What follows belongs to an exercise in optimizing a design on an open flow for a short achievable clock period and few clock cycles; a production flow would make more cautious choices.
RTL that was checked went through simulation tests only; none was proved equivalent to the original.
Power and IR drop assume default switching activity.

Setup of rev 12:
// mips_core
module mips_core
(
   input  logic                    clk,
   input  logic                    reset,
   input  logic [32-1:0]  mem_data,
   output logic                    mem_read,
   output logic                    mem_write,
   output logic [32-1:0]  adr,
   output logic [32-1:0]  write_data,
   output logic                    halted
);
   localparam logic [5:0] OP_R = 6'b000000, OP_J = 6'b000010, OP_BEQ = 6'b000100,
                          OP_BNE = 6'b000101, OP_ADDI = 6'b001000, OP_ORI = 6'b001101,
                          OP_LW = 6'b100011, OP_SW = 6'b101011, OP_HALT = 6'b111111;
   localparam logic [5:0] F_SUB = 6'b100010, F_AND = 6'b100100, F_OR = 6'b100101,
                          F_XOR = 6'b100110, F_NOR = 6'b100111, F_SLT = 6'b101010;
   localparam int PDW = 114;
   logic [5:0]  pc_f;
   logic        halted_r;
   logic [5:0]  adr_lo;
   logic        mem_read_r, mem_write_r;
   logic        m_cyc;
   logic        m_st;
   logic [4:0]  m_rt;
   logic [31:0] maddr;
   logic [31:0] wdata_r;
   logic           d_v, s_v;
   logic [PDW-1:0] d_pd, s_pd;
   logic        e_v;
   logic [31:0] e_a;     
   logic [31:0] e_b;     
   logic [31:0] e_bn;    
   logic [31:0] e_t;     
   logic [4:0]  e_dst;
  ...
export LEC_CHECK = 0
export ABC_CLOCK_PERIOD_IN_PS = 3000
export CAP_MARGIN = 40
export CORE_MARGIN = 2
export CORE_UTILIZATION = 40
export SETUP_SLACK_MARGIN = 5
export SLEW_MARGIN = 60
export TNS_END_PERCENT = 100
create_clock -name core_clock -period 10.5 [get_ports {clk}]
standard.sh (not shown) runs the stock make flow with config.mk's settings and CLKGATE_MAP_FILE= SYNTH_SCRIPT=/design/flow/synth_recipe.tcl, a recipe that flattens the netlist after the stock synthesis.
==> flow/flow/run.sh <==
#!/bin/bash
# Standard ORFS layout, with the setup repair aiming past the design's period
# (so the achieved period is as short as the repair can make it) and free to
# resize cells to other footprints.
set -euo pipefail
bash standard.sh SETUP_SLACK_MARGIN=7.5 MATCH_CELL_FOOTPRINT=0 finish > standard_flow.log 2>&1
Both conditions hold for rev 12: the flow ran to the end and the final layout passed the timing, DRC and antenna checks.
Testbench counts of rev 12, summed over its fixed seeds: cycles 9,341.
For rev 13, these inputs were changed with respect to rev 12:
--- a/flow/design.v
+++ b/flow/design.v
@@ -186,27 +186,26 @@
                | ({32{f_t}} & lslt) | ({32{l_t}} & mem_data) | ({32{w_t}} & w_res)
                | ({32{r_t}} & rf_t);
    assign d_bv = ({32{f_b & e_sel_add}} & sum_add) | ({32{f_b & e_sel_sub}} & sum_sub)
                | ({32{f_b}} & lslt) | ({32{l_b}} & mem_data) | ({32{w_b}} & w_res)
                | ({32{r_b}} & rf_t) | ({32{i_b}} & {16'b0, d_imm});
    logic st_hit_d, st_hit_s;
    assign st_hit_d = m_st & d_v & (maddr[5:0] == d_pc);
    assign st_hit_s = m_st & s_v & (maddr[5:0] == s_pc);
    logic halt_now, kill;
    assign halt_now = (e_go & e_halt) | (m_cyc & d_v & d_halt & ~st_hit_d);
    assign kill     = halt_now | halted_r;
-   logic [31:0] z_b;
-   logic        z_cin, z_zero, z_case, z_taken, mispred_d;
-   assign z_b    = e_sel_sub ? e_bn : e_b;
-   assign z_cin  = e_sel_sub;
-   assign z_zero = ((e_a ^ z_b) == {(e_a[30:0] | z_b[30:0]), z_cin});
+   logic        z_add, z_sub, z_zero, z_case, z_taken, mispred_d;
+   assign z_add  = ((e_a ^ e_b)  == {(e_a[30:0] | e_b[30:0]),  1'b0});
+   assign z_sub  = ((e_a ^ e_bn) == {(e_a[30:0] | e_bn[30:0]), 1'b1});
+   assign z_zero = e_sel_sub ? z_sub : z_add;
    assign z_case = d_v & d_br & (e_sel_add | e_sel_sub)
                  & (((d_rt == 5'd0) & f_a) | ((d_rs == 5'd0) & f_t));
    assign z_taken   = d_bne ? ~z_zero : z_zero;
    assign mispred_d = z_case & (z_taken ^ d_pt) & ~mispred & ~m_cyc;
    logic d_to_e;
    assign d_to_e = m_cyc ? (d_v & ~st_hit_d) : (d_v & ~mispred & ~go_m);
    logic [5:0] pc_n;
    always_comb
    begin
       if (m_cyc)
          pc_n = st_hit_d ? d_pc : st_hit_s ? s_pc : pc_f;
## What came out
Rev 13 ends up with a clock tree buffer count of the final layout that is about 5% higher than in rev 12.
Share of power burned in the clock network: rev 13 lower than rev 12
Status: worst hold slack after final layout parity (rev 12, rev 13)
The maximum clock frequency of rev 13 is lower than that of rev 12.
Rev 12 has a lower final critical-path share of the clock period than rev 13.
Testbench counts of rev 13, summed over its fixed seeds: cycles 9,341.

========
Another version of the RTL of mips_core (not shown whole).
Size in the first run: ~5100 cells after synthesis, ~1500 flip-flops, about 67000 um2 of cells after synthesis.
Settings: LEC_CHECK=0, ABC_CLOCK_PERIOD_IN_PS=3000, CAP_MARGIN=20, CORE_MARGIN=2, CORE_UTILIZATION=40, SETUP_SLACK_MARGIN=5, SLEW_MARGIN=20, TNS_END_PERCENT=100; clock period 10.5 ns.
==> flow/flow/run.sh <==
#!/bin/bash
# Standard ORFS layout with a larger setup repair margin: the repair keeps
# working past the design's period so the achieved period is as short as it can make it.
set -euo pipefail
bash standard.sh SETUP_SLACK_MARGIN=7 finish > standard_flow.log 2>&1
Testbench counts at the start, summed over its fixed seeds: cycles 9,341.
Then changed:
--- a/flow/design.v
+++ b/flow/design.v
@@ -143,44 +143,56 @@
                   | ({32{e_sel_nor}} & ~(e_a | e_b));
    assign lslt    = lres | {31'b0, e_sel_slt & slt};
    assign res     = ({32{e_sel_add}} & sum_add) | ({32{e_sel_sub}} & sum_sub) | lslt;
    assign eq      = (e_a == e_t);
    assign taken   = e_bne ? ~eq : eq;
    assign e_go    = e_v;    
    assign mispred = e_go & e_br & (taken ^ e_pt);
    assign go_m    = e_go & (e_ld | e_st);
-   logic [31:0] rf_a, rf_t, o_a, o_t, o_b, d_av, d_tv, d_bv;
-   logic        f_a, f_t, f_b;
+   logic [31:0] rf_a, rf_t, d_av, d_tv, d_bv;
    logic        ld_now;
    always_comb
    begin
       rf_a = '0;
       rf_t = '0;
       for (int i = 1; i < 32; i++)
       begin
          rf_a = rf_a | ({32{d_rs_oh[i]}} & rf[i]);
          rf_t = rf_t | ({32{d_rt_oh[i]}} & rf[i]);
       end
    end
    assign ld_now = m_cyc & ~m_st & (m_rt != 5'd0);
-   assign o_a = (ld_now & (m_rt == d_rs)) ? mem_data
-              : (w_we & (w_dst == d_rs))  ? w_res : rf_a;
-   assign o_t = (ld_now & (m_rt == d_rt)) ? mem_data
-              : (w_we & (w_dst == d_rt))  ? w_res : rf_t;
-   assign o_b = d_isr ? o_t : {16'b0, d_imm};
+   logic f_a, f_t, f_b;              
+   logic l_a, l_t, l_b;              
+   logic w_a, w_t, w_b;              
+   logic r_a, r_t, r_b;              
+   logic i_b;                        
    assign f_a = e_v & e_we & (e_dst == d_rs);
    assign f_t = e_v & e_we & (e_dst == d_rt);
-   assign f_b = f_t & d_isr;
+   assign l_a = ~f_a & ld_now & (m_rt == d_rs);
+   assign l_t = ~f_t & ld_now & (m_rt == d_rt);
+   assign w_a = ~f_a & ~l_a & w_we & (w_dst == d_rs);
+   assign w_t = ~f_t & ~l_t & w_we & (w_dst == d_rt);
+   assign r_a = ~f_a & ~l_a & ~w_a;
+   assign r_t = ~f_t & ~l_t & ~w_t;
+   assign f_b = d_isr & f_t;
+   assign l_b = d_isr & l_t;
+   assign w_b = d_isr & w_t;
+   assign r_b = d_isr & r_t;
+   assign i_b = ~d_isr;
    assign d_av = ({32{f_a & e_sel_add}} & sum_add) | ({32{f_a & e_sel_sub}} & sum_sub)
-               | ({32{f_a}} & lslt) | ({32{~f_a}} & o_a);
+               | ({32{f_a}} & lslt) | ({32{l_a}} & mem_data) | ({32{w_a}} & w_res)
+               | ({32{r_a}} & rf_a);
    assign d_tv = ({32{f_t & e_sel_add}} & sum_add) | ({32{f_t & e_sel_sub}} & sum_sub)
-               | ({32{f_t}} & lslt) | ({32{~f_t}} & o_t);
+               | ({32{f_t}} & lslt) | ({32{l_t}} & mem_data) | ({32{w_t}} & w_res)
+               | ({32{r_t}} & rf_t);
    assign d_bv = ({32{f_b & e_sel_add}} & sum_add) | ({32{f_b & e_sel_sub}} & sum_sub)
-               | ({32{f_b}} & lslt) | ({32{~f_b}} & o_b);
+               | ({32{f_b}} & lslt) | ({32{l_b}} & mem_data) | ({32{w_b}} & w_res)
+               | ({32{r_b}} & rf_t) | ({32{i_b}} & {16'b0, d_imm});
    logic st_hit_d, st_hit_s;
    assign st_hit_d = m_st & d_v & (maddr[5:0] == d_pc);
    assign st_hit_s = m_st & s_v & (maddr[5:0] == s_pc);
    logic halt_now, kill;
    assign halt_now = (e_go & e_halt) | (m_cyc & d_v & d_halt & ~st_hit_d);
    assign kill     = halt_now | halted_r;
    logic [31:0] z_b;
    logic        z_cin, z_zero, z_case, z_taken, mispred_d;
Global-route usage drops by 0.22 points.
Synthesized cell count climbs by 2.0%.
Combinational power drops by about 4%.
Worst setup slack gets worse by 0.14 ns.
Critical path depth climbs by 1.
Count of clock-buffer cells in the layout drops by 15.
Total power drops by 1.7%.
Routed wire length climbs by 0.38%.
Die area barely changes.
Testbench counts after the change, summed over its fixed seeds: cycles 9,341.

========
The RTL this note starts from:
==> flow/design.v <==
`default_nettype none
module mips_core
(
   input  logic                    clk,
   input  logic                    reset,
   input  logic [32-1:0]  mem_data,
   output logic                    mem_read,
   output logic                    mem_write,
   output logic [32-1:0]  adr,
   output logic [32-1:0]  write_data,
   output logic                    halted
);
   localparam logic [5:0] OP_R = 6'b000000, OP_J = 6'b000010, OP_BEQ = 6'b000100,
                          OP_BNE = 6'b000101, OP_ADDI = 6'b001000, OP_ORI = 6'b001101,
                          OP_LW = 6'b100011, OP_SW = 6'b101011, OP_HALT = 6'b111111;
   localparam logic [5:0] F_SUB = 6'b100010, F_AND = 6'b100100, F_OR = 6'b100101,
                          F_XOR = 6'b100110, F_NOR = 6'b100111, F_SLT = 6'b101010;
   localparam int PDW = 114;
   logic [5:0]  pc_f;
   logic        halted_r;
   logic [5:0]  adr_lo;
   logic        mem_read_r, mem_write_r;
   logic        m_cyc;
   logic        m_st;
   logic [4:0]  m_rt;
   logic [31:0] maddr;
   logic [31:0] wdata_r;
   logic           d_v, s_v;
   logic [PDW-1:0] d_pd, s_pd;
   logic        e_v;
   logic [31:0] e_a;     
   logic [31:0] e_b;     
   logic [31:0] e_bn;    
   logic [31:0] e_t;     
   logic [4:0]  e_dst;
   logic        e_we, e_ld, e_st, e_br, e_bne, e_pt, e_halt;
   logic        e_sel_add, e_sel_sub, e_sel_and, e_sel_or, e_sel_xor, e_sel_nor, e_sel_slt;
   logic [5:0]  e_pc, e_tgt;
   logic        w_we;
   logic [4:0]  w_dst;
   logic [31:0] w_res;
   logic [31:0] rf [1:31];
   logic [5:0]     f_op, f_fn;
   logic [4:0]     f_rs, f_rt, f_rd;
   logic [31:1]    f_rs_oh, f_rt_oh;
   logic           f_isr, f_pt, f_logic;
   logic [PDW-1:0] f_pd;
   assign f_op  = mem_data[31:26];
   assign f_rs  = mem_data[25:21];
   assign f_rt  = mem_data[20:16];
   assign f_rd  = mem_data[15:11];
   assign f_fn  = mem_data[5:0];
   assign f_isr = (f_op == OP_R);
   assign f_pt  = (f_op == OP_J)
                | ((f_op == OP_BEQ) & (f_rs == f_rt))
                | ((f_op == OP_BNE) & (f_rs != f_rt));
   assign f_logic = f_isr & ((f_fn == F_AND) | (f_fn == F_OR) | (f_fn == F_XOR)
                             | (f_fn == F_NOR) | (f_fn == F_SLT));
   always_comb
   begin
      for (int i = 1; i < 32; i++)
      begin
         f_rs_oh[i] = (f_rs == 5'(i));
         f_rt_oh[i] = (f_rt == 5'(i));
      end
   end
   assign f_pd = {
      f_pt,
      pc_f,
      f_rs_oh,
      f_rt_oh,
      f_rs,
      f_rt,
      f_isr ? f_rd : f_rt,    
      f_isr,
      (f_isr & (f_rd != 5'd0))
        | (((f_op == OP_ADDI) | (f_op == OP_ORI)) & (f_rt != 5'd0)),
      f_op == OP_LW,
      f_op == OP_SW,
      (f_op == OP_BEQ) | (f_op == OP_BNE),
      f_op == OP_BNE,
      f_op == OP_HALT,
      ~f_logic & ~(f_isr & (f_fn == F_SUB)) & (f_op != OP_ORI),
      f_isr & (f_fn == F_SUB),
      f_isr & (f_fn == F_AND),
      (f_isr & (f_fn == F_OR)) | (f_op == OP_ORI),
      f_isr & (f_fn == F_XOR),
      f_isr & (f_fn == F_NOR),
      f_isr & (f_fn == F_SLT),
      mem_data[15:0]
   };
   logic        d_pt, d_isr, d_we, d_ld, d_st, d_br, d_bne, d_halt;
   logic        d_sel_add, d_sel_sub, d_sel_and, d_sel_or, d_sel_xor, d_sel_nor, d_sel_slt;
   logic [5:0]  d_pc, s_pc;
   logic [31:1] d_rs_oh, d_rt_oh;
   logic [4:0]  d_rs, d_rt, d_dst;
   logic [15:0] d_imm;
   assign {d_pt, d_pc, d_rs_oh, d_rt_oh, d_rs, d_rt, d_dst, d_isr, d_we, d_ld, d_st,
           d_br, d_bne, d_halt, d_sel_add, d_sel_sub, d_sel_and, d_sel_or, d_sel_xor,
           d_sel_nor, d_sel_slt, d_imm} = d_pd;
   assign s_pc = s_pd[PDW-2:PDW-7];
   logic [31:0] sum_add, sum_sub, lres, lslt, res;
   logic        slt, eq, taken, mispred, e_go, go_m;
   assign sum_add = e_a + e_b;
   assign sum_sub = e_a + e_bn + 32'd1;
   assign slt     = (e_a[31] ^ e_t[31]) ? e_a[31] : sum_sub[31];
   assign lres    = ({32{e_sel_and}} & (e_a & e_b))
                  | ({32{e_sel_or}}  & (e_a | e_b))
                  | ({32{e_sel_xor}} & (e_a ^ e_b))
                  | ({32{e_sel_nor}} & ~(e_a | e_b));
   assign lslt    = lres | {31'b0, e_sel_slt & slt};
   assign res     = ({32{e_sel_add}} & sum_add) | ({32{e_sel_sub}} & sum_sub) | lslt;
   assign eq      = (e_a == e_t);
   assign taken   = e_bne ? ~eq : eq;
   assign e_go    = e_v;    
   assign mispred = e_go & e_br & (taken ^ e_pt);
   assign go_m    = e_go & (e_ld | e_st);
   logic [31:0] rf_a, rf_t, o_a, o_t, o_b, d_av, d_tv, d_bv;
   logic        f_a, f_t, f_b;
   logic        ld_now;
   always_comb
   begin
      rf_a = '0;
      rf_t = '0;
      for (int i = 1; i < 32; i++)
      begin
         rf_a = rf_a | ({32{d_rs_oh[i]}} & rf[i]);
         rf_t = rf_t | ({32{d_rt_oh[i]}} & rf[i]);
      end
   end
   assign ld_now = m_cyc & ~m_st & (m_rt != 5'd0);
   assign o_a = (ld_now & (m_rt == d_rs)) ? mem_data
              : (w_we & (w_dst == d_rs))  ? w_res : rf_a;
   assign o_t = (ld_now & (m_rt == d_rt)) ? mem_data
              : (w_we & (w_dst == d_rt))  ? w_res : rf_t;
   assign o_b = d_isr ? o_t : {16'b0, d_imm};
   assign f_a = e_v & e_we & (e_dst == d_rs);
   assign f_t = e_v & e_we & (e_dst == d_rt);
   assign f_b = f_t & d_isr;
   assign d_av = ({32{f_a & e_sel_add}} & sum_add) | ({32{f_a & e_sel_sub}} & sum_sub)
               | ({32{f_a}} & lslt) | ({32{~f_a}} & o_a);
   assign d_tv = ({32{f_t & e_sel_add}} & sum_add) | ({32{f_t & e_sel_sub}} & sum_sub)
               | ({32{f_t}} & lslt) | ({32{~f_t}} & o_t);
   assign d_bv = ({32{f_b & e_sel_add}} & sum_add) | ({32{f_b & e_sel_sub}} & sum_sub)
               | ({32{f_b}} & lslt) | ({32{~f_b}} & o_b);
   logic st_hit_d, st_hit_s;
   assign st_hit_d = m_st & d_v & (maddr[5:0] == d_pc);
   assign st_hit_s = m_st & s_v & (maddr[5:0] == s_pc);
   logic halt_now, kill;
   assign halt_now = (e_go & e_halt) | (m_cyc & d_v & d_halt & ~st_hit_d);
   assign kill     = halt_now | halted_r;
   logic d_to_e;
   assign d_to_e = m_cyc ? (d_v & ~st_hit_d) : (d_v & ~mispred & ~go_m);
   logic [5:0] pc_n;
   always_comb
   begin
      if (m_cyc)
         pc_n = st_hit_d ? d_pc : st_hit_s ? s_pc : pc_f;
      else if (mispred)
         pc_n = taken ? e_tgt : e_pc + 6'd1;
      else if (f_pt)
         pc_n = mem_data[5:0];
      else
         pc_n = pc_f + 6'd1;
   end
   always_ff @(posedge clk)
   begin
      if (reset)
      begin
         pc_f        <= '0;
         adr_lo      <= '0;
         mem_read_r  <= 1'b1;
         mem_write_r <= 1'b0;
         halted_r    <= 1'b0;
         m_cyc       <= 1'b0;
         m_st        <= 1'b0;
         d_v         <= 1'b0;
         s_v         <= 1'b0;
         e_v         <= 1'b0;
         w_we        <= 1'b0;
      end
      else
      begin
         pc_f        <= pc_n;
         adr_lo      <= go_m ? sum_add[5:0] : pc_n;
         mem_write_r <= go_m & e_st;
         mem_read_r  <= ~(go_m & e_st) & ~kill;
         halted_r    <= kill;
         m_cyc       <= go_m;
         m_st        <= go_m & e_st;
         e_v         <= d_to_e & ~kill;
         w_we        <= (e_go & e_we) | ld_now;
         if (m_cyc)
         begin
            d_v <= s_v & ~st_hit_d & ~st_hit_s & ~kill;
            s_v <= 1'b0;
         end
         else if (go_m)
         begin
            s_v <= ~kill;
         end
         else
         begin
            d_v <= ~mispred & ~kill;
         end
      end
   end
   always_ff @(posedge clk)
   begin
      if (m_cyc)
         d_pd <= s_pd;
      else if (~go_m)
         d_pd <= f_pd;
      if (go_m)
         s_pd <= f_pd;
   end
   always_ff @(posedge clk)
   begin
      maddr     <= sum_add;
      wdata_r   <= e_t;
      m_rt      <= e_dst;
      e_a       <= d_av;
      e_t       <= d_tv;
      e_b       <= d_bv;
      e_bn      <= ~d_tv;
      e_dst     <= d_dst;
      e_we      <= d_we;
      e_ld      <= d_ld;
      e_st      <= d_st;
      e_br      <= d_br;
      e_bne     <= d_bne;
      e_pt      <= d_pt;
      e_halt    <= d_halt;
      e_pc      <= d_pc;
      e_tgt     <= d_imm[5:0];
      e_sel_add <= d_sel_add;
      e_sel_sub <= d_sel_sub;
      e_sel_and <= d_sel_and;
      e_sel_or  <= d_sel_or;
      e_sel_xor <= d_sel_xor;
      e_sel_nor <= d_sel_nor;
      e_sel_slt <= d_sel_slt;
      w_dst     <= m_cyc ? m_rt : e_dst;
      w_res     <= m_cyc ? mem_data : res;
   end
   always_ff @(posedge clk)
   begin
      if (w_we)
         rf[w_dst] <= w_res;
   end
   assign mem_write  = mem_write_r;
   assign mem_read   = mem_read_r;
   assign adr        = {maddr[31:6], adr_lo};
   assign write_data = wdata_r;
   assign halted     = halted_r;
endmodule
`default_nettype wire
export LEC_CHECK = 0
export ABC_CLOCK_PERIOD_IN_PS = 3000
export CAP_MARGIN = 20
export CORE_MARGIN = 2
export CORE_UTILIZATION = 40
export SETUP_SLACK_MARGIN = 5
export SLEW_MARGIN = 20
export TNS_END_PERCENT = 100
create_clock -name core_clock -period 10.5 [get_ports {clk}]
Scripts as last shown in full above: flow/flow/run.sh
The first run ran to the end with no violations.
Edit:
--- a/flow/design.v
+++ b/flow/design.v
@@ -1,6 +1,39 @@
+`default_nettype none
+module mips_add32
+(
+   input  logic [31:0] a,
+   input  logic [31:0] b,
+   input  logic        cin,
+   output logic [31:0] s
+);
+   logic [31:0] x;
+   logic [31:0] g [0:5];
+   logic [31:0] p [0:5];
+   assign x    = a ^ b;
+   assign g[0] = (a & b) | {31'b0, x[0] & cin};
+   assign p[0] = x;
+   for (genvar k = 1; k <= 5; k++)
+   begin : g_lvl
+      for (genvar i = 0; i < 32; i++)
+      begin : g_bit
+         if (i >= (1 << (k - 1)))
+         begin : g_op
+            assign g[k][i] = g[k-1][i] | (p[k-1][i] & g[k-1][i - (1 << (k - 1))]);
+            assign p[k][i] = p[k-1][i] & p[k-1][i - (1 << (k - 1))];
+         end
+         else
+         begin : g_pass
+            assign g[k][i] = g[k-1][i];
+            assign p[k][i] = p[k-1][i];
+         end
+      end
+   end
+   assign s = x ^ {g[5][30:0], cin};
+endmodule
+`default_nettype wire
 `default_nettype none
 module mips_core
 (
    input  logic                    clk,
    input  logic                    reset,
    input  logic [32-1:0]  mem_data,
@@ -98,14 +131,14 @@
    assign {d_pt, d_pc, d_rs_oh, d_rt_oh, d_rs, d_rt, d_dst, d_isr, d_we, d_ld, d_st,
            d_br, d_bne, d_halt, d_sel_add, d_sel_sub, d_sel_and, d_sel_or, d_sel_xor,
            d_sel_nor, d_sel_slt, d_imm} = d_pd;
    assign s_pc = s_pd[PDW-2:PDW-7];
    logic [31:0] sum_add, sum_sub, lres, lslt, res;
    logic        slt, eq, taken, mispred, e_go, go_m;
-   assign sum_add = e_a + e_b;
-   assign sum_sub = e_a + e_bn + 32'd1;
+   mips_add32 add_u (.a(e_a), .b(e_b),  .cin(1'b0), .s(sum_add));
+   mips_add32 sub_u (.a(e_a), .b(e_bn), .cin(1'b1), .s(sum_sub));
    assign slt     = (e_a[31] ^ e_t[31]) ? e_a[31] : sum_sub[31];
    assign lres    = ({32{e_sel_and}} & (e_a & e_b))
                   | ({32{e_sel_or}}  & (e_a | e_b))
                   | ({32{e_sel_xor}} & (e_a ^ e_b))
                   | ({32{e_sel_nor}} & ~(e_a | e_b));
    assign lslt    = lres | {31'b0, e_sel_slt & slt};
The changed run finished with timing, DRC and antenna clean. Non-clock buffer count came out higher by 12. Routed wire length came out higher by a few percent. Total power came out lower slightly. Cell area hardly moves. Global-route usage came out higher by 0.82 points. First-iteration DRC count came out higher by a few percent. Register-to-register slack improved by 30 ps. Critical path depth came out lower by 2. Core utilization stays flat. Flip-flop and latch count is unchanged. Worst setup slack improved by 34 ps. Clock power came out lower by a few percent. Hold slack hardly moves. Synthesized area barely changes.
No run of this note included a check of the RTL's function; only the layout flow was run.

## re-timing with driven ports
No port has a modelled driver above. Below, the same layouts with a new extraction and two added sets of constraints. Step 1: set_driving_cell puts a clkbuf_16 on clk and a buf_2 on each other input, an assumption about the parent block. Step 2 moves the port delays by t, midway between the first and last clock arrival at a register: inputs arrive t later, outputs are due t later. That takes back most of the time a late clock gives input paths. Three values: ideal, step 1, step 2; two values: the first two.
run | t, ns | setup WS [ns] | worst data-port slew with drivers (ns)
rev 12 | 0.889 | 7.089 / 7.038 / 6.262 | 0.07
rev 13 | 0.923 | 6.972 / 7.003 / 6.104 | 0.06
the first run of note 2 | 0.887 | 6.791 / 6.791 / 6.213 | 0.15
the second run of note 2 | 0.881 | 6.654 / 6.654 / 6.223 | 0.11
the first run of note 3 | 0.901 | 6.820 / 6.820 / 6.216 | 0.05
the second run of note 3 | 0.893 | 6.854 / 6.854 / 6.134 | 0.04
After both steps every run listed still meets setup and hold. The setup slack of rev 13, which loses most, moves by +0.031 ns with the drivers and by -0.868 ns with both steps.
